Background: an optimization exercise with open tools, aiming at small area. Do not read the settings as production practice. In this exercise RTL edits were held to simulation tests only and were not proved equivalent to the original. Power is estimated from default activity; no workload was simulated.

===== design/flow/config.mk =====
export PLATFORM = sky130hd
export DESIGN_NAME = password_cracker
export DESIGN_NICKNAME = password_cracker
export VERILOG_FILES = /design/flow/design.v
export SDC_FILE = /design/flow/constraint.sdc
export NUM_CORES = 4
export LEC_CHECK = 0
export CAP_MARGIN = 20
export CORE_AREA = 10 10 280 280
export DIE_AREA = 0 0 290 290
export GPL_TIMING_DRIVEN = 0
export SLEW_MARGIN = 20

===== design/flow/constraint.sdc =====
create_clock -name core_clock -period 6.0 [get_ports {clk}]
set_input_delay 1.2000 -clock core_clock [delete_from_list [all_inputs] [get_ports {clk}]]
set_output_delay 1.2000 -clock core_clock [all_outputs]
set_load 0.01 [all_outputs]

===== design/flow/design.v =====
package cracker_pkg;
  localparam int NUM_LANES   = 4;
  localparam int PW_DIGITS   = 8;
  localparam int TIME_DIGITS = 10;
  localparam int HASH_BITS   = 128;
  localparam logic [2:0] S_IDLE       = 3'd0;
  localparam logic [2:0] S_HASH_RESET = 3'd1;
  localparam logic [2:0] S_LOAD       = 3'd2;
  localparam logic [2:0] S_HASH_WAIT  = 3'd3;
  localparam logic [2:0] S_COMPARE    = 3'd4;
  localparam logic [2:0] S_FOUND      = 3'd5;
  function automatic logic [3:0] bcd_toggle(input logic [3:0] d, input logic en);
    bcd_toggle[0] = en;
    bcd_toggle[1] = en & d[0] & ~d[3];
    bcd_toggle[2] = en & d[0] & d[1];
    bcd_toggle[3] = en & d[0] & (d[3] | (d[2] & d[1]));
  endfunction
  function automatic logic [3:0] bcd_add5(input logic [3:0] d);
    bcd_add5[0] = (~d[0]);
    bcd_add5[1] = (~d[0] & d[3]) | (d[0] & d[1] & d[2]) | (~d[0] & d[1] & ~d[2]) | (d[0] & ~d[1] & ~d[2] & ~d[3]);
    bcd_add5[2] = (~d[1] & ~d[2] & ~d[3]) | (d[0] & d[3]) | (~d[0] & ~d[2] & ~d[3]);
    bcd_add5[3] = (d[0] & d[1] & ~d[2]) | (~d[0] & ~d[1] & d[2]);
  endfunction
  function automatic logic [3:0] bcd_add2c(input logic [3:0] d, input logic c);
    bcd_add2c[0] = (~d[0] & c) | (d[0] & ~c);
    bcd_add2c[1] = (~d[0] & ~d[1] & ~d[3]) | (~d[1] & ~d[3] & ~c) | (d[0] & d[3] & c) | (d[0] & d[1] & ~d[2] & c);
    bcd_add2c[2] = (d[1] & ~d[2]) | (~d[0] & ~d[1] & d[2]) | (~d[1] & d[2] & ~c) | (d[0] & ~d[2] & ~d[3] & c);
    bcd_add2c[3] = (~d[0] & d[1] & d[2]) | (d[1] & d[2] & ~c) | (d[0] & ~d[1] & d[2] & c);
  endfunction
  function automatic logic [3:0] bcd_add7c(input logic [3:0] d, input logic c);
    bcd_add7c[0] = (~d[0] & ~c) | (d[0] & c);
    bcd_add7c[1] = (d[3] & c) | (d[0] & ~d[1] & d[2]) | (d[0] & d[3]) | (~d[1] & d[2] & c) | (~d[0] & d[1] & d[2] & ~c) | (~d[0] & ~d[1] & ~d[2] & ~d[3] & ~c);
    bcd_add7c[2] = (d[3]) | (d[1] & d[2] & c) | (d[0] & d[1] & d[2]) | (~d[0] & ~d[1] & ~d[2] & ~c);
    bcd_add7c[3] = (d[0] & ~d[1] & ~d[2] & ~d[3]) | (~d[0] & d[1] & ~d[2] & ~c) | (~d[1] & ~d[2] & ~d[3] & c);
  endfunction
  function automatic logic bcd_is9(input logic [3:0] d);
    bcd_is9 = d[0] & d[3];
  endfunction
endpackage
`timescale 1ns/1ps
module crack_ctrl (
  input  logic       clk,
  input  logic       reset_n,
  input  logic       start,
  input  logic       hash_done,
  input  logic       hit,
  output logic [2:0] state,
  output logic       in_compare,
  output logic       in_idle,
  output logic       in_found,
  output logic       hash_reset,
  output logic       hash_start,
  output logic       found
);
  logic       hr;
  logic [2:0] abc;
  logic       st_idle, st_load, st_wait, st_cmp, st_found;
  logic       step, enter_hr, leave_hr, to_idle;
  assign st_idle  = !hr && !abc[2] && !abc[1];
  assign st_load  = !hr &&  abc[1] && !abc[0];
  assign st_wait  = !hr &&  abc[1] &&  abc[0];
  assign st_cmp   = !hr &&  abc[2] && !abc[0];
  assign st_found = !hr &&  abc[2] &&  abc[0];
  assign leave_hr = hr && (abc == 3'd1);
  assign enter_hr = (st_idle && start) || (st_cmp && !hit);
  assign step     = hr || st_load || (st_wait && hash_done) || (st_cmp && hit);
  assign to_idle  = st_found && start;
  always_ff @(posedge clk) begin
    if (!reset_n) begin
      hr  <= 1'b0;
      abc <= 3'd0;
    end else begin
      hr <= enter_hr || (hr && !leave_hr);
      if (step)          abc <= abc + 3'd1;
      else if (enter_hr) abc <= 3'd2;
      else if (to_idle)  abc <= 3'd0;
    end
  end
  assign state      = {!hr && abc[2], !hr && abc[1], hr || abc[0]};
  assign in_idle    = st_idle;
  assign in_compare = st_cmp;
  assign in_found   = st_found;
  assign hash_reset = hr;
  assign hash_start = st_load;
  assign found      = st_found;
endmodule
`timescale 1ns/1ps
module candidate_gen (
  input  logic         clk,
  input  logic         reset_n,
  input  logic         advance,
  output logic [31:0]  digits,      
  output logic [3:0]   d6_odd,      
  output logic [3:0]   d7_l1,
  output logic [3:0]   d7_l2,
  output logic [3:0]   d7_l3,
  output logic [255:0] candidates
);
  logic [7:0] nines;
  always_ff @(posedge clk) begin
    for (int d = 0; d < 8; d++) begin
      if (!reset_n) digits[4*d +: 4] <= 4'd0;
      else          digits[4*d +: 4] <= digits[4*d +: 4] ^ cracker_pkg::bcd_toggle(digits[4*d +: 4], advance & nines[d]);
    end
  end
  always_comb begin
    nines[0] = 1'b1;
    for (int d = 0; d < 7; d++) begin
      nines[d+1] = nines[d] & cracker_pkg::bcd_is9(digits[4*d +: 4]);
    end
  end
  logic c6_hi;
  assign c6_hi  = digits[27] | (digits[26] & (digits[25] | digits[24]));    
  assign d6_odd = cracker_pkg::bcd_add5(digits[27:24]);
  assign d7_l1  = cracker_pkg::bcd_add2c(digits[31:28], c6_hi);
  assign d7_l2  = cracker_pkg::bcd_add5(digits[31:28]);
  assign d7_l3  = cracker_pkg::bcd_add7c(digits[31:28], c6_hi);
  logic [31:0] lane1_bcd, lane2_bcd, lane3_bcd;
  assign lane1_bcd = {d7_l1, d6_odd,        digits[23:0]};
  assign lane2_bcd = {d7_l2, digits[27:24], digits[23:0]};
  assign lane3_bcd = {d7_l3, d6_odd,        digits[23:0]};
  always_comb begin
    for (int d = 0; d < 8; d++) begin
      candidates[      8*d +: 8] = {4'h3, digits[4*d +: 4]};
      candidates[ 64 + 8*d +: 8] = {4'h3, lane1_bcd[4*d +: 4]};
      candidates[128 + 8*d +: 8] = {4'h3, lane2_bcd[4*d +: 4]};
      candidates[192 + 8*d +: 8] = {4'h3, lane3_bcd[4*d +: 4]};
    end
  end
endmodule
`timescale 1ns/1ps
module match_unit (
  input  logic [511:0] hashes,
  input  logic [127:0] target_hash,
  output logic         hit,
  output logic [1:0]   lane      
);
  logic [3:0] eq;
  always_comb begin
    for (int l = 0; l < 4; l++) begin
      eq[l] = (hashes[128*l +: 128] == target_hash);
    end
  end
  assign hit     = |eq;
  assign lane[0] = !eq[0] && (eq[1] || !eq[2]);
  assign lane[1] = !eq[0] && !eq[1];
endmodule
`timescale 1ns/1ps
module result_buffer (
  input  logic        clk,
  input  logic        reset_n,
  input  logic        in_idle,
  input  logic        in_found,
  input  logic        take_result,
  input  logic [1:0]  hit_lane,
  input  logic [31:0] digits,
  input  logic [3:0]  d6_odd,
  input  logic [3:0]  d7_l1,
  input  logic [3:0]  d7_l2,
  input  logic [3:0]  d7_l3,
  output logic [39:0] elapsed,
  output logic [63:0] password
);
  logic [9:0] nines;
  always_comb begin
    nines[0] = 1'b1;
    for (int d = 0; d < 9; d++) begin
      nines[d+1] = nines[d] & cracker_pkg::bcd_is9(elapsed[4*d +: 4]);
    end
  end
  always_ff @(posedge clk) begin
    for (int d = 0; d < 10; d++) begin
      if (!reset_n || in_idle) elapsed[4*d +: 4] <= 4'd0;
      else                     elapsed[4*d +: 4] <= elapsed[4*d +: 4] ^ cracker_pkg::bcd_toggle(elapsed[4*d +: 4], !in_found & nines[d]);
    end
  end
  logic [1:0] lane_q;
  always_ff @(posedge clk) begin
    if (take_result) lane_q <= hit_lane;
  end
  logic [3:0] p7, p6;
  always_comb begin
    case (lane_q)
      2'd0: begin p7 = digits[31:28]; p6 = digits[27:24]; end
      2'd1: begin p7 = d7_l1;         p6 = d6_odd;        end
      2'd2: begin p7 = d7_l2;         p6 = digits[27:24]; end
      default: begin p7 = d7_l3;      p6 = d6_odd;        end
    endcase
  end
  logic [31:0] pw_bcd;
  assign pw_bcd = {p7, p6, digits[23:0]};
  always_comb begin
    for (int d = 0; d < 8; d++) begin
      password[8*d +: 8] = {4'h3, pw_bcd[4*d +: 4]};
    end
  end
endmodule
`timescale 1ns/1ps
module password_cracker (
  input  logic         clk,
  input  logic         reset_n,
  input  logic         start,
  input  logic [127:0] target_hash,
  input  logic         hash_done,
  input  logic [511:0] hashes,
  output logic [255:0] candidates,
  output logic         hash_reset,
  output logic         hash_start,
  output logic         found,
  output logic [63:0]  password,
  output logic [39:0]  elapsed,
  output logic [2:0]   state
);
  logic        hit;
  logic [1:0]  hit_lane;
  logic        in_compare, in_idle, in_found;
  logic [31:0] digits;
  logic [3:0]  d6_odd, d7_l1, d7_l2, d7_l3;
  crack_ctrl ctrl0 (
    .clk        (clk),
    .reset_n    (reset_n),
    .start      (start),
    .hash_done  (hash_done),
    .hit        (hit),
    .state      (state),
    .in_compare (in_compare),
    .in_idle    (in_idle),
    .in_found   (in_found),
    .hash_reset (hash_reset),
    .hash_start (hash_start),
    .found      (found)
  );
  candidate_gen gen0 (
    .clk        (clk),
    .reset_n    (reset_n),
    .advance    (in_compare && !hit),
    .digits     (digits),
    .d6_odd     (d6_odd),
    .d7_l1      (d7_l1),
    .d7_l2      (d7_l2),
    .d7_l3      (d7_l3),
    .candidates (candidates)
  );
  match_unit match0 (
    .hashes      (hashes),
    .target_hash (target_hash),
    .hit         (hit),
    .lane        (hit_lane)
  );
  result_buffer result0 (
    .clk         (clk),
    .reset_n     (reset_n),
    .in_idle     (in_idle),
    .in_found    (in_found),
    .take_result (in_compare && hit),
    .hit_lane    (hit_lane),
    .digits      (digits),
    .d6_odd      (d6_odd),
    .d7_l1       (d7_l1),
    .d7_l2       (d7_l2),
    .d7_l3       (d7_l3),
    .elapsed     (elapsed),
    .password    (password)
  );
endmodule

===== design/flow/flow/run.sh =====
#!/bin/bash
# The standard ORFS flow (standard.sh) with these changes to how the layout is made:
#  - synthesis maps logic with an area-oriented abc script (flow/synth.tcl, flow/abc_area.script),
#    without xor2 cells and without the half/full adder cells (both simulate slowly at gate level);
#    everything else in it is synth_recipe.tcl, so registers and their names are unchanged
#  - after floorplan, one conb_1 tie cell drives all constant outputs (flow/pair_ties.tcl)
#  - ports get the smallest buffer (buf_1)
#  - the clock tree uses mid-size clock buffers and no dummy loads
# make's output goes to standard_*.log; each tool's full log is under orfs/logs/.
set -eo pipefail
W=$PWD
export BUFFER_PORTS_ARGS="-buffer_cell sky130_fd_sc_hd__buf_1"
export CTS_ARGS="-buf_list {sky130_fd_sc_hd__clkbuf_4 sky130_fd_sc_hd__clkbuf_8} -sink_clustering_enable -sink_clustering_size 10 -sink_clustering_max_diameter 60 -dont_use_dummy_load"
export REMOVE_ABC_BUFFERS=1
export FLOW_ABC_SCRIPT=$W/flow/abc_area.script
sed "s#SYNTH_SCRIPT=[^ ]*#SYNTH_SCRIPT=$W/flow/synth.tcl#" standard.sh > own_standard.sh
R=$W/orfs/results/$FLOW_PLATFORM/password_cracker/base
FLOW_ABC_DONT_USE="sky130_fd_sc_hd__xor2_1 sky130_fd_sc_hd__xor2_2 sky130_fd_sc_hd__xor2_4" ADDER_MAP_FILE= \
  bash own_standard.sh $R/2_1_floorplan.odb > standard_floorplan.log 2>&1
TIE_GROUP=80 TIE_ODB=$R/2_1_floorplan.odb openroad -no_init -exit flow/pair_ties.tcl > pair_ties.log 2>&1
bash own_standard.sh > standard.log 2>&1

===== design/flow/flow/abc_area.script =====
&get -n
&st
&dc2
&dc2
&dch -f
&nf -R 100
&put

===== design/flow/flow/pair_ties.tcl =====
# After floorplan: repair_tie_fanout gave every constant load its own conb_1,
# using only one of its two outputs. The constants here drive only output
# ports, so let one conb_1 drive up to TIE_GROUP tie-low nets from LO and up to
# TIE_GROUP tie-high nets from HI (each group merged into one net), and delete
# the conb_1 cells left without a load.
read_db $::env(TIE_ODB)
set group $::env(TIE_GROUP)
set block [ord::get_db_block]
set lo {}
set hi {}
foreach inst [$block getInsts] {
  if { [[$inst getMaster] getName] ne "sky130_fd_sc_hd__conb_1" } { continue }
  set lo_net [[$inst findITerm LO] getNet]
  set hi_net [[$inst findITerm HI] getNet]
  if { $lo_net ne "NULL" && $hi_net eq "NULL" } { lappend lo [list [$lo_net getName] $inst] }
  if { $hi_net ne "NULL" && $lo_net eq "NULL" } { lappend hi [list [$hi_net getName] $inst] }
}
set lo [lsort -dictionary -index 0 $lo]
set hi [lsort -dictionary -index 0 $hi]
puts "pair_ties: [llength $lo] tie-low, [llength $hi] tie-high, groups of $group"

# Move every load of net src onto net dst, then destroy src
proc merge_net { src dst } {
  foreach it [$src getITerms] { $it disconnect; $it connect $dst }
  foreach bt [$src getBTerms] { $bt disconnect; $bt connect $dst }
  odb::dbNet_destroy $src
}

set n [expr {max([llength $lo], [llength $hi])}]
set removed 0
for {set g 0} {$g < $n} {incr g $group} {
  set keep ""
  foreach {list pin} [list $lo LO $hi HI] {
    set dst ""
    foreach item [lrange $list $g [expr {$g + $group - 1}]] {
      set inst [lindex $item 1]
      set it [$inst findITerm $pin]
      set net [$it getNet]
      if { $keep eq "" } { set keep $inst }
      if { $dst eq "" } {
        if { $inst ne $keep } { $it disconnect; [$keep findITerm $pin] connect $net }
        set dst $net
      } else {
        $it disconnect
        merge_net $net $dst
      }
      if { $inst ne $keep } { odb::dbInst_destroy $inst; incr removed }
    }
  }
}
puts "pair_ties: removed $removed conb_1"
write_db $::env(TIE_ODB)

===== design/flow/flow/synth.tcl =====
# The standard flow's synthesis script (synth_recipe.tcl) with one change: the final abc
# mapping uses flow/abc_area.script, an area-oriented script, instead of the
# platform's speed script, and leaves out the cells named in FLOW_ABC_DONT_USE
# (xor2: its liberty function simulates slowly at gate level; xnor2 is used
# instead, at the same area). Registers are untouched (abc runs without -dff).
proc synth {args} { yosys synth -nofsm -noshare {*}$args }
proc abc {args} {
  set i [lsearch -exact $args -script]
  if { $i >= 0 } { lset args [expr {$i + 1}] $::env(FLOW_ABC_SCRIPT) }
  foreach c [regexp -all -inline {\S+} [env_var_or_empty FLOW_ABC_DONT_USE]] {
    lappend args -dont_use $c
  }
  yosys abc {*}$args
}
source $::env(SCRIPTS_DIR)/synth.tcl
# left out here: clear keep_hierarchy, flatten, clean up, hide names made inside functions, write 1_2_yosys.v

===== design/flow/standard.sh =====
#!/bin/bash
# synth_recipe.tcl (not shown) runs the flow's synth.tcl, then flattens the netlist and writes it again
# the make line also repeats each setting of config.mk as NAME=value (left out here)
make -C /OpenROAD-flow-scripts/flow DESIGN_CONFIG=/design/flow/config.mk WORK_HOME=/design/flow/orfs CLKGATE_MAP_FILE= SYNTH_SCRIPT=/design/flow/synth_recipe.tcl "${@:-finish}"

==> run summary, run 1 <==
Die Y-Extent 290 um; Fin. Hold Viols 0; Yosys reg bits 78; Final Util 18.86%; DR pass1 iterations 5; Max-cap violations 0; combinational family with the most area after synthesis XOR/XNOR gates; Worst Setup Slack, final 0.3935 ns; worst r2r src ctrl0.hr; clk_skew approximately 0.025 ns; xor/xnor share of the synthesized area between 40% and 50%; Ports 1010; HPWL after DPL around 86000 um; initial cell density of the core approximately 15%; Simple-Gate Fraction of Synth Area 17.57%; Core Area ~70000 sq um; Final nets between 2000 and 3000; clk slew on worst S/H paths approximately 0.1 ns; Layout fillers 8387; R2R cell count 16; GPL Wtd Cong around 1; final slew viol count 0; worst path required time 6.23 ns; Synth Area in Compound Gates under 10%; IO Port Bufs 849; CP Capture Type register; share of layout cells above drive strength 1 ~2.6%; Hold-fix buffers, CTS 0; vias per cell between 4 and 5; worst slack, placed -1.030 ns; Finished Cell Area ~14000 sq um; flop-to-flop setup slack between 1 and 1.5 ns; Startpoint Class input pin; vias in the first global route around 13000; P_leak roughly 3.6 nW; wirelength, routed about 93000 um; clk buf depth 2; fmax 178.4 MHz; floorplan row count 98; Final Cycle Share approximately 93%; DIE AREA approximately 84000 sq um; Hold Path Sink result0.elapsed[0]; latest clock arrival within the worst-skew pair between 0.3 and 0.4 ns; placed cell areas ~13000 sq um; HP Start result0.elapsed[0]; routed length per placed instance roughly 32 um; Final Power between 0.0015 and 0.002 W; largest net degree at the start of global routing 81; setup violators final 0; critical path class input pin to register; Slowest Stage Delay on Critical Path ~0.63 ns; Root Driver clkbuf_8; H-tree depth 3; Synth Cell Area 10810 sq um; Cell Chain, Critical Path buf_1, xnor2_1, nand4_1, nor4_2, nand4_1, nor2_1, nor4_4, nand2_1, clkinv_1, nand3_1, nor3_2, and2_0, and3_1, and3_2, and3_1, and2_0, nor2b_2, nand2_1, nor2_1, o21ai_0, a21oi_1; worst-path fanout max 8; Syn. warnings 4; Post-synth EDFFs 2; Hold Crit Class register to register; Clock Sinks between 70 and 80; Seq/Total Area, Yosys 14.63%; routed via count about 13000; CTS tree yes; Area Growth Syn to Fin 25.34%; grt ovf 0; Worst-Margin Slew ~0.92 ns; Pwr Density ~130 nW/um^2; Slew HR 38.57%; mux share of post-synthesis cell area less than 1%; RSZ-0062 raised after global routing no; ANT nets after route 0; maximum VDD drop between 100 and 150 uV; CP max-delay cell nor4_2; Crit path arrival time around 5.8 ns; hold path depth 2; GRT Total Usage about a fifth; Iteration-0 DRC Markers ~760; drt drc 0; Post-Synth Adder-Cell Area 0%; cell count after synthesis about 1300; ys async rst share 0%; first-pass GRT wire length roughly 120000 um; prevailing post-synth register cell dfxtp_1; cts bufs inserted 9; library cells used by synthesis 32; min Tclk post-route around 5.6 ns; die span in x approximately 290 um; status no timing/DRC/antenna violations; reg2reg end result0.elapsed[39]; Avg Inst Size Synth between 8 and 9 sq um; initial antenna violation count 84
==> Yosys cell counts (3+ instances only) <==
master | count | area share (%)
nand2_1 | 17 | 0.59
a211oi_1 | 12 | 0.83
xnor2_1 | 516 | 42
dfxtp_1 | 76 | 14
and2_0 | 7 | 0.40
nand2b_1 | 6 | 0.35
and3_1 | 40 | 2.3
buf_4 | 264 | 18
nor4_1 | 33 | 1.9
nor3_1 | 48 | 2.2
mux4_2 | 3 | 0.62
o21a_1 | 3 | 0.21
clkinv_1 | 29 | 1.0
nor2_1 | 44 | 1.5
o21ai_0 | 23 | 1.1
a21oi_1 | 62 | 2.9
nor2b_1 | 3 | 0.17
nand4_1 | 136 | 7.9
==> critical path, delay by kind of cell <==
kind | cells | cell delay (ns)
simple gates | 16 | 3.64
buf+inv | 2 | 0.56
xor+xnor | 1 | 0.18
compound gates | 2 | 0.22
==> how the worst max path moves through the flow <==
stage | startpoint | endpoint | slack (ns) | cells past startpoint
CTS | target_hash[74] | gen0.digits[31] | 0.006 | 21
detailed placement | target_hash[43] | gen0.digits[31] | -1.03 | 21
global route | target_hash[39] | gen0.digits[31] | 0.04 | 21
finish | target_hash[85] | gen0.digits[29] | 0.39 | 21
global placement | target_hash[43] | gen0.digits[31] | -1.43 | 21
floorplan | hashes[121] | gen0.digits[31] | 1.43 | 20
==> sequential cells by signal (all words and copies together) (netlist names) <==
register         count
result0.elapsed     40
gen0.digits         32
ctrl0.abc            3
result0.lane_q       2
ctrl0.hr             1
==> cell families (layout without fill, tap and decap cells) <==
logic type / count (synthesis) / in the layout
AOI/OAI and AO/OA: 111 / 111
xor gates and xnor gates: 516 / 516
buffers and inverters: 293 / 890
and+or+nand+nor: 338 / 338
DFF: 78 / 78
muxes: 5 / 5
other: 2 / 18
==> cells in the final DEF (no fill, tap or decap), types with 5 or more instances in the layout <==
cell	count
buf_1	828
xnor2_1	515
nand4_1	136
dfxtp_1	76
a21oi_1	62
nor3_1	47
nor2_1	43
and3_1	39
clkinv_1	29
nor4_1	24
o21ai_0	23
diode_2	17
nand2_1	17
a211oi_1	12
clkbuf_2	11
clkbuf_8	9
and2_0	7
buf_2	7
nor4_2	6
nand2b_1	5
==> routing by layer <==
layer	vias up	wire, um	share of wire [%]	GRT usage (%)
li1	5564	-	-	-
met1	5867	33540	36	22.34
met2	917	46720	50	37.31
met3	217	8241	8.9	5.769
met4	32	4081	4.4	8.147
met5	-	207	0.22	0
==> through the flow <==
step	hold slack (ns)	TNS (ns)	instances
finish	0.5091	0	2906
global route	0.5478	0	2901
CTS	0.5181	0	2889
detailed placement	0.4994	-8.458	2880
global placement	0.4893	-13.95	2877
floorplan	0.4942	0	1237
==> area by class of cell <==
class	instances	area, sq um	share of cell area (%)
Timing Repair Buffer	852	3267	24.10
Clock buffer	9	123.9	0.9140
Tap cell	950	1189	8.770
Sequential cell	78	1582	11.67
Multi-Input combinational cell	971	7241	53.42
Antenna cell	17	42.54	0.3139
Inverter	29	108.9	0.8032
==> report_power, final <==
| group | switching (W) | total, W | internal [W] |
|---|---|---|---|
| Clock | 0.000183 | 0.000317 | 0.000134 |
| Combinational | 0.000574 | 0.000953 | 0.000378 |
| Sequential | 0.0000212 | 0.000554 | 0.000533 |
| Total | 0.000779 | 0.00182 | 0.00105 |
==> what timing repair did <==
item / CTS / global route
buffers inserted: 0 / 0
resized for setup: 15 / 19
pin swaps: 3 / 2
endpoints found under the setup margin: 11 / 4
==> inputs of run 2 (changes only) <==
==> design/flow/flow/abc_area.script (replaced) <==
&get -n
&st
&dc2
&dc2
&dch -f
&nf -R 20
&put
--- a/design/flow/config.mk
+++ b/design/flow/config.mk
@@ -7,6 +7,6 @@
 export LEC_CHECK = 0
-export CAP_MARGIN = 20
-export CORE_AREA = 10 10 280 280
-export DIE_AREA = 0 0 290 290
+export CAP_MARGIN = 0
+export CORE_AREA = 10 10 290 290
+export DIE_AREA = 0 0 300 300
 export GPL_TIMING_DRIVEN = 0
-export SLEW_MARGIN = 20
+export SLEW_MARGIN = 0
==> run summary, run 2 <==
status no timing/DRC/antenna violations; CTS tree yes; share of layout cells above drive strength 1 around 1.5%; Final Cycle Share ~97%; Die Y-Extent ~300 um; top cells by area, synth xnor2_1, buf_4, dfxtp_1; Startpoint Class input pin; Core Area 77590 sq um; Final nets roughly 2600; Fin. Hold Viols 0; Syn. warnings 4; hold_ws between 0.5 and 0.6 ns; setup violators final 0; area leader, netlist xnor2_1; HPWL after DPL about 88000 um; final slew viol count 0; Slew HR a little over a quarter; Biggest register result0.elapsed; DIE AREA ~90000 sq um; placed cell count about 3000; clk_skew ~0.035 ns; share of the synthesized area in the top cell type between 40% and 50%; Synth Cell Area around 11000 sq um; top-count cell post-synth xnor2_1; RSZ-0062 raised after global routing no; clock network power share roughly 17%; latest clock arrival within the worst-skew pair ~0.39 ns; Final Power 0.001834 W; Iteration-0 DRC Markers 921; Ports a little over 1000; Cell Chain, Critical Path buf_1, xnor2_1, nand4_1, nor4_2, nand4_1, nor2_1, nor4_4, and3_1, and4_1, and4_1, and3_1, and4_1, nand4_1, nor2_1, o21ai_0, a21oi_1; clk buf depth 2; initial antenna violation count 64; Yosys reg bits 78; # Post-CTS Setup Buffers 0; Sw Share between 40 and 50%; Crit path arrival time roughly 6 ns; Max-cap violations 0; GPL Wtd Cong roughly 1; Worst-Margin Slew about 1.1 ns; routed length per placed instance 31.61 um; library cells used by synthesis 35; floorplan row count 102; fmax 172.6 MHz; Largest register FFs 40; cell count after synthesis 1343; worst-path fanout max 9; Largest regs result0.elapsed x40, gen0.digits x32, ctrl0.abc x3; IO Port Bufs 849; worst slack, placed -0.8001 ns; commonest non-fill, non-tap cells in the layout buf_1, xnor2_1, nand4_1; GRT Total Usage about 20%; Area Growth Syn to Fin 25.79%; Root Driver clkbuf_8; CP Capture Type register; ys async rst share 0%; Post-synth EDFFs 2; P_leak 3.472 nW; drt drc 0; critical path class input pin to register; worst path required time about 6.2 ns; CP max-delay cell nor4_2; Hold-fix buffers, CTS 0; most common cell after layout, fill and taps aside buf_1; min Tclk post-route around 5.8 ns; Worst Setup Slack, final 0.2059 ns; maximum VDD drop 91.93 uV; Hold Crit Class register to register; Int Power 0.001035 W; routed via count between 10000 and 15000; largest net degree at the start of global routing ~80; total net switching power approximately 0.0008 W; clk slew on worst S/H paths 0.07 ns; cts bufs inserted 9; Comb pwr share between 50% and 60%; H-tree depth 3; Reg power frac about 30%; Final Instance Count excl. Fillers 3000; Avg Inst Size Synth between 8 and 9 sq um; grt ovf 0; vias in the first global route ~13000; prevailing post-synth register cell dfxtp_1; Slowest Stage Delay on Critical Path roughly 0.86 ns; initial cell density of the core 13.94%; die span in x approximately 300 um; Pwr Density 134.8 nW/um^2; Seq/Total Area, Yosys 14.62%; first-pass GRT wire length 120500 um; top cells by instance count after synthesis xnor2_1, buf_4, nand4_1, dfxtp_1, a21oi_1; DR pass1 iterations 5; wirelength, routed between 90000 and 100000 um; vias per cell just over 4; Clock Sinks around 80; ANT nets after route 0
[run 2: cell types whose count changed after synthesis, sizes merged, moves of 2 or more]
cell   before  now
nand3       2    4
and3       40   36
nor2       44   42
and2        7    2
nor3       48   46
nand2      17   20
and4        0    3
[run 2: power by group through the flow]
stage                     Sequential [W]  Combinational, W  Clock [W]
after floorplan                 0.000564          0.000454          0
after global placement          0.000565          0.000956          0
after detailed placement        0.000565          0.000958          0
after CTS                       0.000554          0.000964   0.000329
after global routing            0.000557           0.00103   0.000348
final                           0.000554          0.000962   0.000318
[run 2: metal layers]
layer,share of wire [%],global-route usage (%)
met1,37,21.48
met4,6.5,10.67
met2,49,35.03
met5,0.12,0
met3,7.5,5.145
[run 2: cell type report]
cell class	count	area [sq um]
repair buffers	851	3213
fillers	9096	63980
diodes	22	55.05
multi-input cells	971	7227
flip-flops and latches	78	1582
well taps	1040	1301
inverters	29	108.9
clock buffers	9	123.9
[run 2: timing repair]
item | CTS | global route
pin swaps | 1 | 0
cloned | 0 | 0
endpoints found under the setup margin | 11 | 6
gates resized for setup | 6 | 6
[run 2: final timing paths]
path	startpoint	end	cells after the start	slack, ns
worst min-delay path	result0.elapsed[39]	result0.elapsed[39]	1	0.51
worst min register to register	result0.elapsed[39]	result0.elapsed[39]	1	0.51
worst max-delay path	target_hash[9]	gen0.digits[29]	16	0.21
worst max register to register	ctrl0.hr	result0.elapsed[39]	16	0.94
[run 2: kinds of logic (layout without fill, tap and decap cells)]
logic type	after synthesis	after routing	synth area share [%]
muxes	5	5	0.8325
and+or+nand+nor	336	336	17.50
AOI/OAI and AO/OA	113	113	5.897
xor gates and xnor gates	516	516	41.77
DFF	78	78	14.62
other	2	23	0.06941
buffers and inverters	293	889	19.32
[run 2: worst max-delay path, delay by kind of cell]
kind | cells | cell delay (ns)
AO/OA/AOI/OAI | 2 | 0.22
XOR/XNOR | 1 | 0.19
buffers and inverters | 1 | 0.59
AND/OR/NAND/NOR | 12 | 3.80
[run 2: stage by stage]
step	instance area [sq um]	utilization (%)	setup TNS (ns)
global placement	13320	17.17	-18.94
floorplan	9432	-	0
CTS	13530	17.44	0
finish	13610	17.54	0
global route	13590	17.51	0
detailed placement	13370	17.23	-7.876
==> inputs of run 3 (changes only) <==
--- a/design/flow/config.mk
+++ b/design/flow/config.mk
@@ -8,5 +8,6 @@
 export CAP_MARGIN = 0
-export CORE_AREA = 10 10 290 290
-export DIE_AREA = 0 0 300 300
+export CORE_AREA = 10 10 280 280
+export DIE_AREA = 0 0 290 290
 export GPL_TIMING_DRIVEN = 0
+export PLACE_DENSITY = 0.9
 export SLEW_MARGIN = 0
==> run summary, run 3 <==
setup violators final 0; top cells by area, synth xnor2_1, buf_4, dfxtp_1; P_leak approximately 3.5 nW; initial antenna violation count 78; Final Util between 10% and 20%; share of layout cells above drive strength 1 under 10%; R2R cell count 16; ys async rst share 0%; Root Driver clkbuf_8; Final Cycle Share a little over nine tenths; grt ovf 0; DR pass1 iterations 6; Final Power 0.001824 W; Cell Chain, Critical Path buf_1, xnor2_1, nand4_1, nor4_2, nand4_1, nor2_1, nor4_4, and3_1, and4_1, and4_1, and3_1, and4_1, nand4_1, nor2_1, o21ai_0, a21oi_1; drt drc 0; Startpoint Class input pin; Hold Crit Class register to register; clk_skew around 0.015 ns; ANT nets after route 0; commonest non-fill, non-tap cells in the layout buf_1, xnor2_1, nand4_1; top cells by instance count after synthesis xnor2_1, buf_4, nand4_1, dfxtp_1, a21oi_1; routed length per placed instance around 34 um; Core Area approximately 70000 sq um; H-tree depth 3; Synth Cell Area 10820 sq um; Iteration-0 DRC Markers around 900; worst path required time slightly above 6 ns; area leader, netlist xnor2_1; clk buf depth 2; Avg Inst Size Synth between 8 and 9 sq um; Hold-fix buffers, CTS 0; critical path class input pin to register; Syn. warnings 4; post-cts resize count 3; share of the synthesized area in the top cell type 41.77%; initial cell density of the core between 10% and 20%; hold path depth 2; CP max-delay cell nor4_2; Crit path arrival time 5.97 ns; IO Port Bufs roughly 850; Fin. Hold Viols 0; GRT Total Usage between 20% and 30%; Largest register FFs 40; Area Growth Syn to Fin 24.38%; placed cell areas ~13000 sq um; Largest regs result0.elapsed x40, gen0.digits x32, ctrl0.abc x3; Finished Cell Area 13460 sq um; hold_ws slightly above 0.5 ns; Post-synth EDFFs 2; clk slew on worst S/H paths 0.07 ns; final slew viol count 0; Slowest Stage Delay on Critical Path slightly above 0.6 ns; Pwr Density 135.5 nW/um^2; RSZ-0062 raised after global routing no; largest net degree at the start of global routing 81; worst slack, placed -0.6060 ns; Seq/Total Area, Yosys ~15%; Biggest register result0.elapsed; Die Y-Extent roughly 290 um; CP Capture Type register; prevailing post-synth register cell dfxtp_1; min Tclk post-route approximately 5.8 ns; die span in x roughly 290 um; DIE AREA 84100 sq um; Worst Setup Slack, final approximately 0.25 ns; stages on the worst setup path 16; Final nets 2586; Slew HR around a third; cts bufs inserted 9; Ports just over 1000; vias per cell between 4 and 5; Worst-Margin Slew 0.9914 ns; cell count after synthesis roughly 1300; top-count cell post-synth xnor2_1; first-pass GRT wire length 124300 um; worst-path fanout max 9; HPWL after DPL approximately 91000 um; Yosys reg bits 78; most common cell after layout, fill and taps aside buf_1; maximum VDD drop between 200 and 250 uV; routed via count 12780; fmax ~170 MHz; status no timing/DRC/antenna violations; CTS tree yes; library cells used by synthesis 35; # Post-CTS Setup Buffers 0; Worst Path Buf+Inv 1; Clock Sinks 78; GPL Wtd Cong 1.003; family with the most delay on the worst path simple AND/OR/NAND/NOR gates; vias in the first global route approximately 13000; floorplan row count between 90 and 100; latest clock arrival within the worst-skew pair roughly 0.36 ns; Max-cap violations 0; wirelength, routed 97620 um
[run 3: final timing paths]
| path | slack [ns] | endpoint | startpoint |
|---|---|---|---|
| min | 0.51 | result0.elapsed[0] | result0.elapsed[0] |
| max | 0.25 | gen0.digits[29] | target_hash[81] |
| max reg2reg | 0.96 | result0.elapsed[39] | ctrl0.hr |
| min reg2reg | 0.51 | result0.elapsed[0] | result0.elapsed[0] |
[run 3: layout make-up]
type / instances / area (sq um)
multi-input combinational: 971 / 7199
tap: 950 / 1189
inverter: 29 / 108.9
clock buffer: 9 / 123.9
timing repair buffer: 852 / 3211
sequential: 78 / 1582
antenna: 18 / 45.04
fill: 8347 / 58400
[run 3: metal layers]
metal / vias up / GRT usage, % / share of wire (%)
met4: 18 / 9.018 / 5.4
met2: 917 / 40.57 / 51
met3: 234 / 4.787 / 7.0
met1: 6056 / 23.28 / 36
met5: - / 0 / 0.13
li1: 5558 / - / -
[run 3: worst reg2reg max path, delay by kind of cell (launching register included)]
kind                   cells  cell delay, ns
and+or+nand+nor           14            4.22
buffers and inverters      1            0.11
AOI/OAI and AO/OA          1            0.19
DFF                        1            0.45
[run 3: cells by family after synthesis]
logic type,after synthesis,synth area share (%)
xor+xnor,516,41.77
simple gates,336,17.50
buf+inv,293,19.32
compound gates,113,5.897
flops,78,14.62
mux,5,0.8325
other cells,2,0.06941
[run 3: metrics by stage]
stage	TNS, ns	instances
2_1_floorplan	0	1237
6_report	0	2907
3_5_place_dp	-5.484	2880
4_1_cts	0	2889
5_1_grt	0	2899
3_3_place_gp	-10.83	2877
[run 3: where the power goes]
part / switching [W] / total, W / internal (W)
sequential: 0.0000206 / 0.000553 / 0.000533
clock: 0.000173 / 0.000307 / 0.000134
combinational: 0.000597 / 0.000964 / 0.000367
total: 0.000790 / 0.00182 / 0.00103
==> inputs of run 4 (changes only) <==
--- a/design/flow/config.mk
+++ b/design/flow/config.mk
@@ -11,3 +11,2 @@
 export GPL_TIMING_DRIVEN = 0
-export PLACE_DENSITY = 0.9
 export SLEW_MARGIN = 0
==> run summary, run 4 <==
first-pass GRT wire length 117700 um; share of the synthesized area in the top cell type around two fifths; Pwr Density roughly 130 nW/um^2; min Tclk post-route approximately 5.6 ns; RSZ-0062 raised after global routing no; CP Capture Type register; grt ovf 0; Hold Crit Class register to register; Seq/Total Area, Yosys 14.62%; die span in x 290 um; critical path class input pin to register; routed length per placed instance approximately 32 um; hold path depth 1; library cells used by synthesis 35; GRT Total Usage between 20% and 30%; share of layout cells above drive strength 1 about 1.1%; top cells by instance count after synthesis xnor2_1, buf_4, nand4_1, dfxtp_1, a21oi_1; vias in the first global route roughly 13000; Ports approximately 1000; Final nets around 2600; Largest regs result0.elapsed x40, gen0.digits x32, ctrl0.abc x3; Area Growth Syn to Fin 24.18%; vias per cell 4.285; Iteration-0 DRC Markers 860; fmax about 180 MHz; Post-synth EDFFs 2; Fin. Hold Viols 0; Worst-Margin Slew between 1 and 1.5 ns; hold_ws 0.4998 ns; P_leak between 3 and 4 nW; DIE AREA approximately 84000 sq um; Clock Sinks just under 80; Startpoint Class input pin; # Post-CTS Setup Buffers 0; Hold Path Sink result0.elapsed[39]; final slew viol count 0; ys async rst share 0%; initial cell density of the core 15.06%; most common cell after layout, fill and taps aside buf_1; Max-cap violations 0; HP Start result0.elapsed[39]; initial antenna violation count between 50 and 60; latest clock arrival within the worst-skew pair around 0.38 ns; clk buf depth 2; area leader, netlist xnor2_1; top cells by area, synth xnor2_1, buf_4, dfxtp_1; HPWL after DPL ~86000 um; routed via count between 10000 and 15000; Layout fillers about 8500; worst-path fanout max 9; floorplan row count 98; Syn. warnings 4; Biggest register result0.elapsed; Finished Cell Area 13440 sq um; Largest register FFs 40; setup violators final 0; worst r2r src ctrl0.hr; wirelength, routed 91490 um; GPL Wtd Cong between 0.9 and 1; top-count cell post-synth xnor2_1; Synth Cell Area 10820 sq um; prevailing post-synth register cell dfxtp_1; R2R cell count 16; placed cell areas between 10000 and 15000 sq um; largest net degree at the start of global routing between 80 and 90; drt drc 0; IO Port Bufs about 850; Final Cycle Share between 90 and 100%; clk_skew about 0.028 ns; Crit path arrival time between 5 and 6 ns; flop-to-flop setup slack roughly 1.1 ns; Root Driver clkbuf_8; Avg Inst Size Synth 8.057 sq um; Yosys reg bits slightly below 80; Die Y-Extent between 200 and 300 um; maximum VDD drop around 170 uV; reg2reg end result0.elapsed[39]; ANT nets after route 0; cell count after synthesis 1343; Core Area 71850 sq um; Slew HR between 20% and 30%; DR pass1 iterations 5; status no timing/DRC/antenna violations; commonest non-fill, non-tap cells in the layout buf_1, xnor2_1, nand4_1; worst path required time ~6.3 ns; cts bufs inserted 9; CTS tree yes; H-tree depth 3; clk slew on worst S/H paths approximately 0.080 ns
## run 4: cell counts after synthesis
Identical to the previous run, type by type.
## run 4: worst max path at each step
| stage | slack (ns) | startpoint | depth (start not counted) | endpoint |
|---|---|---|---|---|
| after global routing | 0.04 | target_hash[9] | 16 | gen0.digits[29] |
| after floorplan | 1.91 | ctrl0.hr | 16 | result0.elapsed[39] |
| final | 0.40 | target_hash[97] | 16 | gen0.digits[29] |
| after global placement | -0.93 | target_hash[43] | 16 | gen0.digits[29] |
| after detailed placement | -0.49 | target_hash[43] | 16 | gen0.digits[29] |
| after CTS | 0.01 | target_hash[81] | 16 | gen0.digits[29] |
## run 4: logic make-up (layout without fill, tap and decap cells)
| kind of cell | Yosys count | in the layout | share of synthesized area [%] |
|---|---|---|---|
| AO/OA/AOI/OAI | 113 | 113 | 5.897 |
| XOR/XNOR | 516 | 516 | 41.77 |
| buffers and inverters | 293 | 888 | 19.32 |
| flip-flops | 78 | 78 | 14.62 |
| multiplexers | 5 | 5 | 0.8325 |
| other | 2 | 14 | 0.06941 |
| AND/OR/NAND/NOR | 336 | 336 | 17.50 |
## run 4: area by class of cell
cell class	count	area, sq um	area share, %
Tap cell	950	1189	8.846
Clock buffer	9	123.9	0.9219
Inverter	29	108.9	0.8101
Timing Repair Buffer	850	3194	23.77
Antenna cell	13	32.53	0.2421
Sequential cell	78	1582	11.77
Multi-Input combinational cell	971	7207	53.64
## run 4: per-layer routing
layer	GRT usage, %	part of all wire (%)	up-vias
met1	22.64	37	5873
met2	37.18	50	819
li1	-	-	5549
met3	4.802	7.9	172
met5	0	0.10	-
met4	7.819	4.7	14
## run 4: what timing repair did
| item | in CTS | in global routing |
|---|---|---|
| endpoints found under the setup margin | 3 | 2 |
| gates cloned | 0 | 0 |
| gates resized for setup | 1 | 4 |
| hold buffers | 0 | 0 |
## run 4: critical path, cell delays in order
cell and delay [ns]:
buf_1 0.41, xnor2_1 0.24, nand4_1 0.14, nor4_1 0.99, nand4_1 0.46, nor2_1 0.31
nor4_4 0.11, and3_1 0.29, and4_1 0.26, and4_1 0.29, and3_1 0.33, and4_1 0.31
nand4_1 0.18, nor2_1 0.07, o21ai_0 0.17, a21oi_1 0.05
## run 4: power by group
group / internal, W / total, W / switching (W)
Sequential: 0.000533 / 0.000554 / 0.0000210
Clock: 0.000134 / 0.000316 / 0.000182
Combinational: 0.000367 / 0.000943 / 0.000575
## run 4: through the flow
stage | setup slack [ns] | utilization, % | instances | total power, W | setup TNS [ns]
after global routing | 0.03806 | 18.69 | 2897 | 0.001911 | 0
after floorplan | 1.907 | - | 1237 | 0.001018 | 0
after global placement | -0.9332 | 18.38 | 2877 | 0.001510 | -10.02
final | 0.4016 | 18.70 | 2900 | 0.001812 | 0
after CTS | 0.01450 | 18.62 | 2887 | 0.001826 | 0
after detailed placement | -0.4943 | 18.43 | 2878 | 0.001508 | -3.460
==> inputs of run 5 (changes only) <==
--- a/design/flow/config.mk
+++ b/design/flow/config.mk
@@ -11,2 +11,3 @@
 export GPL_TIMING_DRIVEN = 0
+export PLACE_DENSITY = 0.3
 export SLEW_MARGIN = 0
==> run summary, run 5 <==
status no timing/DRC/antenna violations; DR pass1 iterations 5; DIE AREA 84100 sq um; Pwr Density approximately 140 nW/um^2; flop-to-flop setup slack 0.94 ns; Slew HR 19.10%; share of layout cells above drive strength 1 around 1.0%; initial antenna violation count between 70 and 80; IO Port Bufs between 800 and 900; final slew viol count 0; Final nets roughly 2600; commonest non-fill, non-tap cells in the layout buf_1, xnor2_1, nand4_1; ANT nets after route 0; latest clock arrival within the worst-skew pair slightly below 0.4 ns; Seq/Total Area, Yosys between 10% and 20%; share of the synthesized area in the top cell type a little over two fifths; top-count cell post-synth xnor2_1; Area Growth Syn to Fin 23.97%; Worst-Margin Slew around 1.2 ns; Max-cap violations 0; ys async rst share 0%; Fin. Hold Viols 0; Syn. warnings 4; clk slew on worst S/H paths approximately 0.080 ns; R2R cell count 16; CTS tree yes; most common cell after layout, fill and taps aside buf_1; routed via count ~12000; GPL Wtd Cong between 0.9 and 1; Crit path arrival time between 5 and 6 ns; reg2reg end result0.elapsed[39]; post-cts resize count 3; worst path required time 6.25 ns; P_leak between 3 and 4 nW; Hold-fix buffers, CTS 0; hold_ws 0.5134 ns; cts bufs inserted 9; Die Y-Extent between 200 and 300 um; Avg Inst Size Synth ~8.1 sq um; Biggest register result0.elapsed; Clock Sinks 78; fmax ~180 MHz; vias per cell 4.233; Synth Cell Area 10820 sq um; area leader, netlist xnor2_1; critical path class input pin to register; Largest regs result0.elapsed x40, gen0.digits x32, ctrl0.abc x3; GRT Total Usage between 20% and 30%; Final Cycle Share 95.18%; Post-synth EDFFs 2; Core Area 71850 sq um; hold path depth 2; worst-path fanout max 9; min Tclk post-route approximately 5.7 ns; initial cell density of the core between 15 and 20%; Final Instance Count excl. Fillers slightly below 3000; HP Start result0.elapsed[0]; drt drc 0; HPWL after DPL 89670 um; clk buf depth 2; Ports 1010; routed length per placed instance 32.83 um; # Post-CTS Setup Buffers 0; maximum VDD drop around 70 uV; placed cell count approximately 2900; prevailing post-synth register cell dfxtp_1; Hold Crit Class register to register; largest net degree at the start of global routing around 80; setup violators final 0; Startpoint Class input pin; floorplan row count between 90 and 100; worst r2r src ctrl0.hr; clk_skew about 0.035 ns; CP Capture Type register; Root Driver clkbuf_8; top cells by area, synth xnor2_1, buf_4, dfxtp_1; Largest register FFs 40; Iteration-0 DRC Markers about 640; H-tree depth 3; grt ovf 0; die span in x 290 um; first-pass GRT wire length around 120000 um; RSZ-0062 raised after global routing no; top cells by instance count after synthesis xnor2_1, buf_4, nand4_1, dfxtp_1, a21oi_1; cell count after synthesis 1343; Hold Path Sink result0.elapsed[0]; wirelength, routed approximately 95000 um; Yosys reg bits just under 80; library cells used by synthesis 35; vias in the first global route between 10000 and 15000
[run 5: cell counts after synthesis]
No cell type changed its count.
[run 5: how the worst max path moves through the flow]
stage	from	slack [ns]	end	depth (start not counted)
after CTS	target_hash[9]	0.03	gen0.digits[29]	16
final	target_hash[8]	0.29	gen0.digits[29]	16
after global routing	target_hash[8]	0.02	gen0.digits[29]	16
after floorplan	ctrl0.hr	1.91	result0.elapsed[39]	16
after global placement	target_hash[1]	-0.57	gen0.digits[29]	16
after detailed placement	target_hash[1]	-0.57	gen0.digits[29]	16
[run 5: per-layer routing]
| metal | vias to the layer above | share of wire (%) | GRT usage [%] |
|---|---|---|---|
| met5 | - | 0.27 | 0 |
| met4 | 40 | 2.0 | 3.859 |
| met3 | 130 | 8.8 | 7.398 |
| met2 | 638 | 51 | 39.22 |
| met1 | 5906 | 38 | 23.85 |
| li1 | 5575 | - | - |
[run 5: final cells by class]
class	count	area, sq um
clock buffers	9	123.9
multi-input cells	971	7179
repair buffers	849	3189
flip-flops and latches	78	1582
inverters	29	108.9
well taps	950	1189
fillers	8421	58440
diodes	17	42.54
[run 5: report_power, final]
part	switching (W)	internal, W
combinational	0.000562	0.000368
sequential	0.0000214	0.000533
clock	0.000193	0.000134
[run 5: kinds of logic (layout without fill, tap and decap cells)]
family,Yosys count,count (layout),synth area share [%]
multiplexers,5,5,0.8325
AO/OA/AOI/OAI,113,113,5.897
buffers and inverters,293,887,19.32
XOR/XNOR,516,516,41.77
flip-flops,78,78,14.62
other,2,18,0.06941
AND/OR/NAND/NOR,336,336,17.50
[run 5: critical path, cell delays in order]
cell and delay (ns):
buf_1 0.49, xnor2_1 0.18, nand4_1 0.58, nor4_2 0.93, nand4_1 0.15, nor2_1 0.23
nor4_2 0.13, and3_1 0.29, and4_1 0.27, and4_1 0.29, and3_1 0.32, and4_1 0.33
nand4_1 0.20, nor2_1 0.08, o21ai_0 0.18, a21oi_1 0.06
[run 5: stage by stage]
stage                     setup WS [ns]  TNS, ns  power (W)  util, %  instance area, sq um
final                            0.2893        0   0.001811    18.67                 13410
after global routing            0.01970        0   0.001927    18.64                 13390
after CTS                       0.03479        0   0.001845    18.59                 13360
after detailed placement        -0.5677   -3.623   0.001509    18.39                 13210
after global placement          -0.5746   -3.853   0.001507    18.38                 13210
after floorplan                   1.907        0   0.001018        -                  9432
==> inputs of run 6 (changes only) <==
--- a/design/flow/flow/run.sh
+++ b/design/flow/flow/run.sh
@@ -12,3 +12,3 @@
 export BUFFER_PORTS_ARGS="-buffer_cell sky130_fd_sc_hd__buf_1"
-export CTS_ARGS="-buf_list {sky130_fd_sc_hd__clkbuf_4 sky130_fd_sc_hd__clkbuf_8} -sink_clustering_enable -sink_clustering_size 10 -sink_clustering_max_diameter 60 -dont_use_dummy_load"
+export CTS_ARGS="-buf_list {sky130_fd_sc_hd__clkbuf_8} -dont_use_dummy_load"
 export REMOVE_ABC_BUFFERS=1
--- a/design/flow/config.mk
+++ b/design/flow/config.mk
@@ -11,3 +11,2 @@
 export GPL_TIMING_DRIVEN = 0
-export PLACE_DENSITY = 0.3
 export SLEW_MARGIN = 0
==> run summary, run 6 <==
Crit path arrival time ~5.9 ns; Cell Chain, Critical Path buf_1, xnor2_1, nand4_1, nor4_1, nand4_1, nor2_1, nor4_4, and3_1, and4_1, and4_1, and3_1, and4_1, nand4_1, nor2_1, o21ai_0, a21oi_1; fmax 178.6 MHz; top cells by area, synth xnor2_1, buf_4, dfxtp_1; Worst Setup Slack, final around 0.40 ns; GPL Wtd Cong 0.9871; area leader, netlist xnor2_1; worst slack, placed -0.4943 ns; HPWL after DPL between 80000 and 90000 um; Slowest Stage Delay on Critical Path 0.99 ns; Finished Cell Area ~13000 sq um; P_leak between 3 and 4 nW; die span in x around 290 um; Largest regs result0.elapsed x40, gen0.digits x32, ctrl0.abc x3; initial cell density of the core between 10% and 20%; Ports 1010; post-cts resize count 1; total net switching power ~0.00078 W; placed cell areas between 10000 and 15000 sq um; Largest register FFs 40; Biggest register result0.elapsed; met2 wire len ~46000 um; latest clock arrival within the worst-skew pair around 0.38 ns; IO Port Bufs between 800 and 900; drt drc 0; routed length per placed instance around 32 um; Layout fillers approximately 8500; Comb pwr share a little over half; critical path class input pin to register; largest net degree at the start of global routing 81; Int Power between 0.001 and 0.0015 W; worst-path fanout max 9; top cells by instance count after synthesis xnor2_1, buf_4, nand4_1, dfxtp_1, a21oi_1; Seq/Total Area, Yosys about 15%; Post-synth EDFFs 2; CP max-delay cell nor4_1; Slew HR 21.74%; max layer used met5; Syn. warnings 4; floorplan row count 98; clk slew on worst S/H paths roughly 0.080 ns; Synth Area in Compound Gates under 10%; Final Util approximately a fifth; top-count cell post-synth xnor2_1; wire length on met3 a little over 7000 um; commonest non-fill, non-tap cells in the layout buf_1, xnor2_1, nand4_1; M1 wire length approximately 34000 um; Root Driver clkbuf_8; Synth Cell Area between 10000 and 15000 sq um; clock network power share between 10% and 20%; share of layout cells above drive strength 1 under 10%; vias in the first global route 12660; Startpoint Class input pin; Iteration-0 DRC Markers 860; Hold Crit Class register to register; clk buf depth 2; DIE AREA roughly 84000 sq um; Clock Sinks 78; first-pass GRT wire length ~120000 um; CP Capture Type register; grt ovf 0; Hold-fix buffers, CTS 0; library cells used by synthesis 35; DR pass1 iterations 5; Avg Inst Size Synth ~8.1 sq um; Yosys reg bits 78; CTS tree yes; Sw Share between 40% and 50%; GRT Total Usage 20.45%; status no timing/DRC/antenna violations; Core Area about 72000 sq um; RSZ-0062 raised after global routing no; setup violators final 0; Fin. Hold Viols 0; vias per cell about 4.3; prevailing post-synth register cell dfxtp_1; Area Growth Syn to Fin 24.18%; H-tree depth 3; clk_skew about 0.028 ns; Final nets approximately 2600; cell count after synthesis between 1000 and 1500; worst path required time between 6 and 7 ns; maximum VDD drop about 170 uV; Reg power frac between 30% and 40%; ys async rst share 0%; Simple-Gate Fraction of Synth Area 17.50%; initial antenna violation count 54; Worst-Margin Slew 1.163 ns; routed via count approximately 12000; xor/xnor share of the synthesized area between 40% and 50%; Die Y-Extent slightly below 300 um; cts bufs inserted 9; min Tclk post-route between 5 and 6 ns; Post-Synth Adder-Cell Area 0%; Final Cycle Share between 90% and 100%; wirelength, routed just over 90000 um; final slew viol count 0; ANT nets after route 0; Pwr Density roughly 130 nW/um^2; # Post-CTS Setup Buffers 0; combinational family with the most area after synthesis XOR/XNOR gates; mux share of post-synthesis cell area less than 1%; most common cell after layout, fill and taps aside buf_1; share of the synthesized area in the top cell type approximately two fifths; Max-cap violations 0
-- run 6: changes by cell type in the layout (fill, tap and decap cells not counted) --
cell,change
buf_4,+1
diode_2,-4
nor4_1,-3
nor4_4,+1
nor4_2,+2
clkbuf_2,-2
buf_1,+2
-- run 6: power by group through the flow --
stage	logic [W]	registers, W	clock network [W]
3_5_place_dp	0.000943	0.000565	0
6_report	0.000943	0.000554	0.000316
4_1_cts	0.000947	0.000553	0.000326
2_1_floorplan	0.000454	0.000564	0
3_3_place_gp	0.000945	0.000566	0
5_1_grt	0.00101	0.000557	0.000348
-- run 6: through the flow --
step	hold slack (ns)	setup TNS (ns)	power, W	std cells
floorplan	0.4942	0	0.001018	1237
global placement	0.4839	-10.02	0.001510	2877
detailed placement	0.4912	-3.460	0.001508	2878
CTS	0.5044	0	0.001826	2887
global route	0.5252	0	0.001911	2897
finish	0.4998	0	0.001812	2900
-- run 6: worst max-delay path, delay by kind of cell --
kind            cells  cell delay (ns)
compound gates      2             0.22
buf+inv             1             0.41
simple gates       12             3.74
xor+xnor            1             0.24
-- run 6: kinds of logic (layout without fill, tap and decap cells) --
kind of cell | count (synthesis) | after routing
other | 2 | 14
buffers and inverters | 293 | 888
AO/OA/AOI/OAI | 113 | 113
flip-flops | 78 | 78
XOR/XNOR | 516 | 516
multiplexers | 5 | 5
AND/OR/NAND/NOR | 336 | 336
-- run 6: path summary, 6_finish.rpt --
kind	to	cells past startpoint	slack (ns)	startpoint
worst max-delay path	gen0.digits[29]	16	0.40	target_hash[97]
worst min-delay path	result0.elapsed[39]	1	0.50	result0.elapsed[39]
worst max register to register	result0.elapsed[39]	16	1.07	ctrl0.hr
worst min register to register	result0.elapsed[39]	1	0.50	result0.elapsed[39]
-- run 6: cell type report --
cell class                 count  area [sq um]  share of cell area (%)
multi-input combinational    971          7207                   53.64
antenna                       13         32.53                  0.2421
timing repair buffer         850          3194                   23.77
sequential                    78          1582                   11.77
inverter                      29         108.9                  0.8101
tap                          950          1189                   8.846
clock buffer                   9         123.9                  0.9219
-- run 6: routing by layer --
layer,up-vias,global-route usage (%)
met5,-,0
met4,14,7.819
met3,172,4.802
met2,819,37.18
met1,5873,22.64
li1,5549,-
==> inputs of run 7 (changes only) <==
--- a/design/flow/flow/run.sh
+++ b/design/flow/flow/run.sh
@@ -12,3 +12,3 @@
 export BUFFER_PORTS_ARGS="-buffer_cell sky130_fd_sc_hd__buf_1"
-export CTS_ARGS="-buf_list {sky130_fd_sc_hd__clkbuf_8} -dont_use_dummy_load"
+export CTS_ARGS="-buf_list {sky130_fd_sc_hd__clkbuf_8} -sink_clustering_enable -sink_clustering_size 20 -sink_clustering_max_diameter 100 -dont_use_dummy_load"
 export REMOVE_ABC_BUFFERS=1
==> run summary, run 7 <==
GPL Wtd Cong 0.9871; Final Util about a fifth; Yosys reg bits between 70 and 80; Post-synth EDFFs 2; most common cell after layout, fill and taps aside buf_1; status no timing/DRC/antenna violations; DIE AREA 84100 sq um; clk slew on worst S/H paths 0.08 ns; Syn. warnings 4; grt ovf 0; Pwr Density roughly 130 nW/um^2; prevailing post-synth register cell dfxtp_1; hold path depth 1; cell count after synthesis about 1300; top cells by area, synth xnor2_1, buf_4, dfxtp_1; Slew HR roughly 22%; Seq/Total Area, Yosys approximately 15%; maximum VDD drop 174.2 uV; Clock Sinks 78; Startpoint Class input pin; first-pass GRT wire length 117700 um; Crit path arrival time just under 6 ns; floorplan row count ~100; RSZ-0062 raised after global routing no; GRT Total Usage roughly a fifth; share of layout cells above drive strength 1 under 10%; die span in x about 290 um; Hold Crit Class register to register; CTS tree yes; critical path class input pin to register; H-tree depth 3; setup violators final 0; cts bufs inserted 9; Biggest register result0.elapsed; vias per cell roughly 4.3; fmax about 180 MHz; P_leak 3.449 nW; worst path required time between 6 and 7 ns; HPWL after DPL roughly 86000 um; vias in the first global route 12660; IO Port Bufs about 850; Largest regs result0.elapsed x40, gen0.digits x32, ctrl0.abc x3; Sum Neg Setup Slack 0 ns; Worst-Margin Slew approximately 1.2 ns; top cells by instance count after synthesis xnor2_1, buf_4, nand4_1, dfxtp_1, a21oi_1; placed cell count approximately 2900; Core Area between 70000 and 80000 sq um; ys async rst share 0%; Largest register FFs 40; Area Growth Syn to Fin 24.18%; Fin. Hold Viols 0; Ports about 1000; area leader, netlist xnor2_1; commonest non-fill, non-tap cells in the layout buf_1, xnor2_1, nand4_1; R2R cell count 16; share of the synthesized area in the top cell type about two fifths; # Post-CTS Setup Buffers 0; routed via count approximately 12000; clk buf depth 2; Avg Inst Size Synth roughly 8.1 sq um; final slew viol count 0; min Tclk post-route 5.598 ns; routed length per placed instance around 32 um; Final Instance Count excl. Fillers 2900; drt drc 0; initial cell density of the core between 10% and 20%; Die Y-Extent 290 um; Final nets around 2600; Final Cycle Share 93.31%; Worst Setup Slack, final between 0.4 and 0.5 ns; Root Driver clkbuf_8; ANT nets after route 0; worst-path fanout max 9; clk_skew between 0.02 and 0.03 ns; DR pass1 iterations 5; initial antenna violation count 54; CP Capture Type register; top-count cell post-synth xnor2_1; latest clock arrival within the worst-skew pair between 0.3 and 0.4 ns; library cells used by synthesis 35; Iteration-0 DRC Markers 860; Max-cap violations 0; largest net degree at the start of global routing a little over 80; wirelength, routed approximately 91000 um; hold_ws 0.4998 ns; Synth Cell Area between 10000 and 15000 sq um; worst slack, placed -0.4943 ns
## run 7: layout make-up
class / instances / area, sq um
diodes: 13 / 32.53
clock buffers: 9 / 123.9
fillers: 8457 / 58420
inverters: 29 / 108.9
multi-input cells: 971 / 7207
flip-flops and latches: 78 / 1582
well taps: 950 / 1189
repair buffers: 850 / 3194
## run 7: stage by stage
stage	total power, W	instance area, sq um
6_report	0.001812	13440
5_1_grt	0.001911	13430
4_1_cts	0.001826	13380
3_5_place_dp	0.001508	13250
3_3_place_gp	0.001510	13210
2_1_floorplan	0.001018	9432
## run 7: kinds of logic (layout without fill, tap and decap cells)
| group | after synthesis | in the layout | synth area share [%] |
|---|---|---|---|
| buffers and inverters | 293 | 888 | 19.32 |
| AND/OR/NAND/NOR | 336 | 336 | 17.50 |
| XOR/XNOR | 516 | 516 | 41.77 |
| flip-flops | 78 | 78 | 14.62 |
| other | 2 | 14 | 0.06941 |
| AO/OA/AOI/OAI | 113 | 113 | 5.897 |
| multiplexers | 5 | 5 | 0.8325 |
## run 7: what timing repair did
item                                    in CTS  in global routing
cloned                                       0                  0
hold buffers                                 0                  0
gates resized for setup                      1                  4
endpoints found under the setup margin       3                  2
## run 7: worst paths after layout
check                        end  slack [ns]           startpoint
max              gen0.digits[29]        0.40      target_hash[97]
min          result0.elapsed[39]        0.50  result0.elapsed[39]
max reg2reg  result0.elapsed[39]        1.07             ctrl0.hr
min reg2reg  result0.elapsed[39]        0.50  result0.elapsed[39]
## run 7: routing by layer
metal / vias to the layer above / GRT usage, % / wire length [um]
li1: 5549 / - / -
met1: 5873 / 22.64 / 33820
met2: 819 / 37.18 / 46070
met3: 172 / 4.802 / 7223
met4: 14 / 7.819 / 4277
met5: - / 0 / 95
## run 7: report_power, final
part           leakage, nW  switching, W  internal (W)
clock network       0.0648      0.000182      0.000134
registers            0.637     0.0000210      0.000533
logic                 2.75      0.000575      0.000367
total                 3.45      0.000778       0.00103
## run 7: worst max-delay path, cell delays in order
cell,delay [ns]
buf_1,0.41
xnor2_1,0.24
nand4_1,0.14
nor4_1,0.99
nand4_1,0.46
nor2_1,0.31
nor4_4,0.11
and3_1,0.29
and4_1,0.26
and4_1,0.29
and3_1,0.33
and4_1,0.31
nand4_1,0.18
nor2_1,0.07
o21ai_0,0.17
a21oi_1,0.05
==> inputs of run 8 (changes only) <==
--- a/design/flow/flow/run.sh
+++ b/design/flow/flow/run.sh
@@ -12,3 +12,3 @@
 export BUFFER_PORTS_ARGS="-buffer_cell sky130_fd_sc_hd__buf_1"
-export CTS_ARGS="-buf_list {sky130_fd_sc_hd__clkbuf_8} -sink_clustering_enable -sink_clustering_size 20 -sink_clustering_max_diameter 100 -dont_use_dummy_load"
+export CTS_ARGS="-buf_list {sky130_fd_sc_hd__clkbuf_8} -sink_clustering_enable -sink_clustering_size 30 -sink_clustering_max_diameter 200 -sink_clustering_levels 1 -dont_use_dummy_load"
 export REMOVE_ABC_BUFFERS=1
==> run summary, run 8 <==
Largest regs result0.elapsed x40, gen0.digits x32, ctrl0.abc x3; Post-synth EDFFs 2; initial cell density of the core between 10% and 20%; share of the synthesized area in the top cell type a little over two fifths; clk_skew roughly 0.028 ns; routed length per placed instance roughly 32 um; die span in x between 200 and 300 um; Syn. warnings 4; routed via count about 12000; combinational family with the most area after synthesis XOR/XNOR gates; Ports 1010; setup violators final 0; IO Port Bufs approximately 850; top cells by instance count after synthesis xnor2_1, buf_4, nand4_1, dfxtp_1, a21oi_1; top cells by area, synth xnor2_1, buf_4, dfxtp_1; latest clock arrival within the worst-skew pair roughly 0.38 ns; Simple-Gate Fraction of Synth Area between 10% and 20%; xor/xnor share of the synthesized area 41.77%; fmax between 150 and 200 MHz; mux share of post-synthesis cell area less than 1%; floorplan row count 98; Worst-Margin Slew between 1 and 1.5 ns; Hold Crit Class register to register; clk slew on worst S/H paths 0.08 ns; ANT nets after route 0; top-count cell post-synth xnor2_1; P_leak ~3.4 nW; HPWL after DPL 85750 um; status no timing/DRC/antenna violations; Slew HR 21.74%; largest net degree at the start of global routing 81; Fin. Hold Viols 0; CTS tree yes; Iteration-0 DRC Markers 860; commonest non-fill, non-tap cells in the layout buf_1, xnor2_1, nand4_1; initial antenna violation count 54; GPL Wtd Cong about 1; Crit path arrival time slightly below 6 ns; maximum VDD drop around 170 uV; hold_ws around 0.50 ns; cell count after synthesis roughly 1300; Final Power about 0.0018 W; vias in the first global route 12660; DIE AREA about 84000 sq um; Biggest register result0.elapsed; DR pass1 iterations 5; prevailing post-synth register cell dfxtp_1; Layout fillers approximately 8500; min Tclk post-route 5.598 ns; Hold-fix buffers, CTS 0; Startpoint Class input pin; # Post-CTS Setup Buffers 0; Synth Cell Area ~11000 sq um; Avg Inst Size Synth just over 8 sq um; Clock Sinks 78; worst-path fanout max 9; Root Driver clkbuf_8; clk buf depth 2; cts bufs inserted 9; ys async rst share 0%; Area Growth Syn to Fin 24.18%; wirelength, routed 91490 um; Seq/Total Area, Yosys 14.62%; area leader, netlist xnor2_1; Yosys reg bits ~80; final slew viol count 0; grt ovf 0; Synth Area in Compound Gates 5.897%; Final nets approximately 2600; Final Cycle Share between 90% and 100%; library cells used by synthesis 35; critical path class input pin to register; worst path required time 6.25 ns; Core Area around 72000 sq um; RSZ-0062 raised after global routing no; Die Y-Extent 290 um; share of layout cells above drive strength 1 about 1.1%; CP Capture Type register; Largest register FFs 40; vias per cell between 4 and 5; Pwr Density roughly 130 nW/um^2; Post-Synth Adder-Cell Area 0%; Max-cap violations 0; H-tree depth 3; most common cell after layout, fill and taps aside buf_1; first-pass GRT wire length approximately 120000 um; drt drc 0; GRT Total Usage between 20 and 25%
[run 8: path summary, 6_finish.rpt]
check	slack, ns	depth (start not counted)	endpoint	startpoint
worst max register to register	1.07	16	result0.elapsed[39]	ctrl0.hr
worst max-delay path	0.40	16	gen0.digits[29]	target_hash[97]
worst min-delay path	0.50	1	result0.elapsed[39]	result0.elapsed[39]
worst min register to register	0.50	1	result0.elapsed[39]	result0.elapsed[39]
[run 8: what timing repair did]
item	CTS	global route
gates resized for setup	1	4
hold endpoints to repair	0	0
setup endpoints to repair	3	2
[run 8: kinds of logic (layout without fill, tap and decap cells)]
family / Yosys count / in the layout
AOI/OAI and AO/OA: 113 / 113
other: 2 / 14
muxes: 5 / 5
buffers and inverters: 293 / 888
and+or+nand+nor: 336 / 336
DFF: 78 / 78
xor gates and xnor gates: 516 / 516
[run 8: stage by stage]
stage | utilization [%] | instances | setup WS, ns | setup TNS [ns] | cell area [sq um]
4_1_cts | 18.62 | 2887 | 0.01450 | 0 | 13380
2_1_floorplan | - | 1237 | 1.907 | 0 | 9432
5_1_grt | 18.69 | 2897 | 0.03806 | 0 | 13430
3_5_place_dp | 18.43 | 2878 | -0.4943 | -3.460 | 13250
3_3_place_gp | 18.38 | 2877 | -0.9332 | -10.02 | 13210
6_report | 18.70 | 2900 | 0.4016 | 0 | 13440
[run 8: layer usage]
metal | wire length, um | GRT usage, % | vias to the layer above
li1 | - | - | 5549
met1 | 33820 | 22.64 | 5873
met2 | 46070 | 37.18 | 819
met3 | 7223 | 4.802 | 172
met4 | 4277 | 7.819 | 14
met5 | 95 | 0 | -
[run 8: cell type report]
class                   instances  area, sq um  share of cell area (%)
flip-flops and latches         78         1582                   11.77
repair buffers                850         3194                   23.77
well taps                     950         1189                   8.846
multi-input cells             971         7207                   53.64
diodes                         13        32.53                  0.2421
clock buffers                   9        123.9                  0.9219
inverters                      29        108.9                  0.8101
[run 8: worst max-delay path, stage by stage]
cell and delay (ns):
buf_1 0.41, xnor2_1 0.24, nand4_1 0.14, nor4_1 0.99, nand4_1 0.46, nor2_1 0.31
nor4_4 0.11, and3_1 0.29, and4_1 0.26, and4_1 0.29, and3_1 0.33, and4_1 0.31
nand4_1 0.18, nor2_1 0.07, o21ai_0 0.17, a21oi_1 0.05
[run 8: report_power, final]
part           switching [W]  leakage (nW)  internal (W)
logic               0.000575          2.75      0.000367
registers          0.0000210         0.637      0.000533
clock network       0.000182        0.0648      0.000134
total               0.000778          3.45       0.00103

==> separate check: timing with driven ports <==
The flow's constraints put no driver on any port. The routed layouts listed below were extracted and timed again, unchanged, in two steps. Step 1 (the two cells are an assumption about what drives the block):
set clk [get_ports {clk}]
set_driving_cell -lib_cell sky130_fd_sc_hd__clkbuf_16 $clk
set_driving_cell -lib_cell sky130_fd_sc_hd__buf_2 [delete_from_list [all_inputs] $clk]
Step 2 adds t to the input delays and takes it off the output delays; t is the mean of the earliest and latest rising clock arrival at the registers after step 1. Input paths then give back, and output paths get back, about the clock's delay inside the block. a / b / c = ideal ports / drivers / drivers and shift; a / b = the first two.
| run | t, ns | setup slack, ns | worst register clock-pin slew, ns | worst slew at a driven data input, ns |
|---|---|---|---|---|
| run 1 | 0.396 | 0.393 / 0.286 / -0.111 | 0.10 / 0.10 | 0.27 |
| run 2 | 0.405 | 0.206 / 0.066 / -0.339 | 0.10 / 0.10 | 0.30 |
| run 3 | 0.388 | 0.247 / 0.217 / -0.171 | 0.08 / 0.08 | 0.30 |
| run 4 | 0.398 | 0.402 / 0.219 / -0.179 | 0.09 / 0.09 | 0.23 |
| run 5 | 0.419 | 0.289 / 0.171 / -0.248 | 0.10 / 0.10 | 0.24 |
| run 6 | 0.398 | 0.402 / 0.219 / -0.179 | 0.09 / 0.09 | 0.23 |
| run 7 | 0.398 | 0.402 / 0.219 / -0.179 | 0.09 / 0.09 | 0.23 |
| run 8 | 0.398 | 0.402 / 0.219 / -0.179 | 0.09 / 0.09 | 0.23 |
With both steps, setup timing fails in every run listed, where it was met with ideal ports.
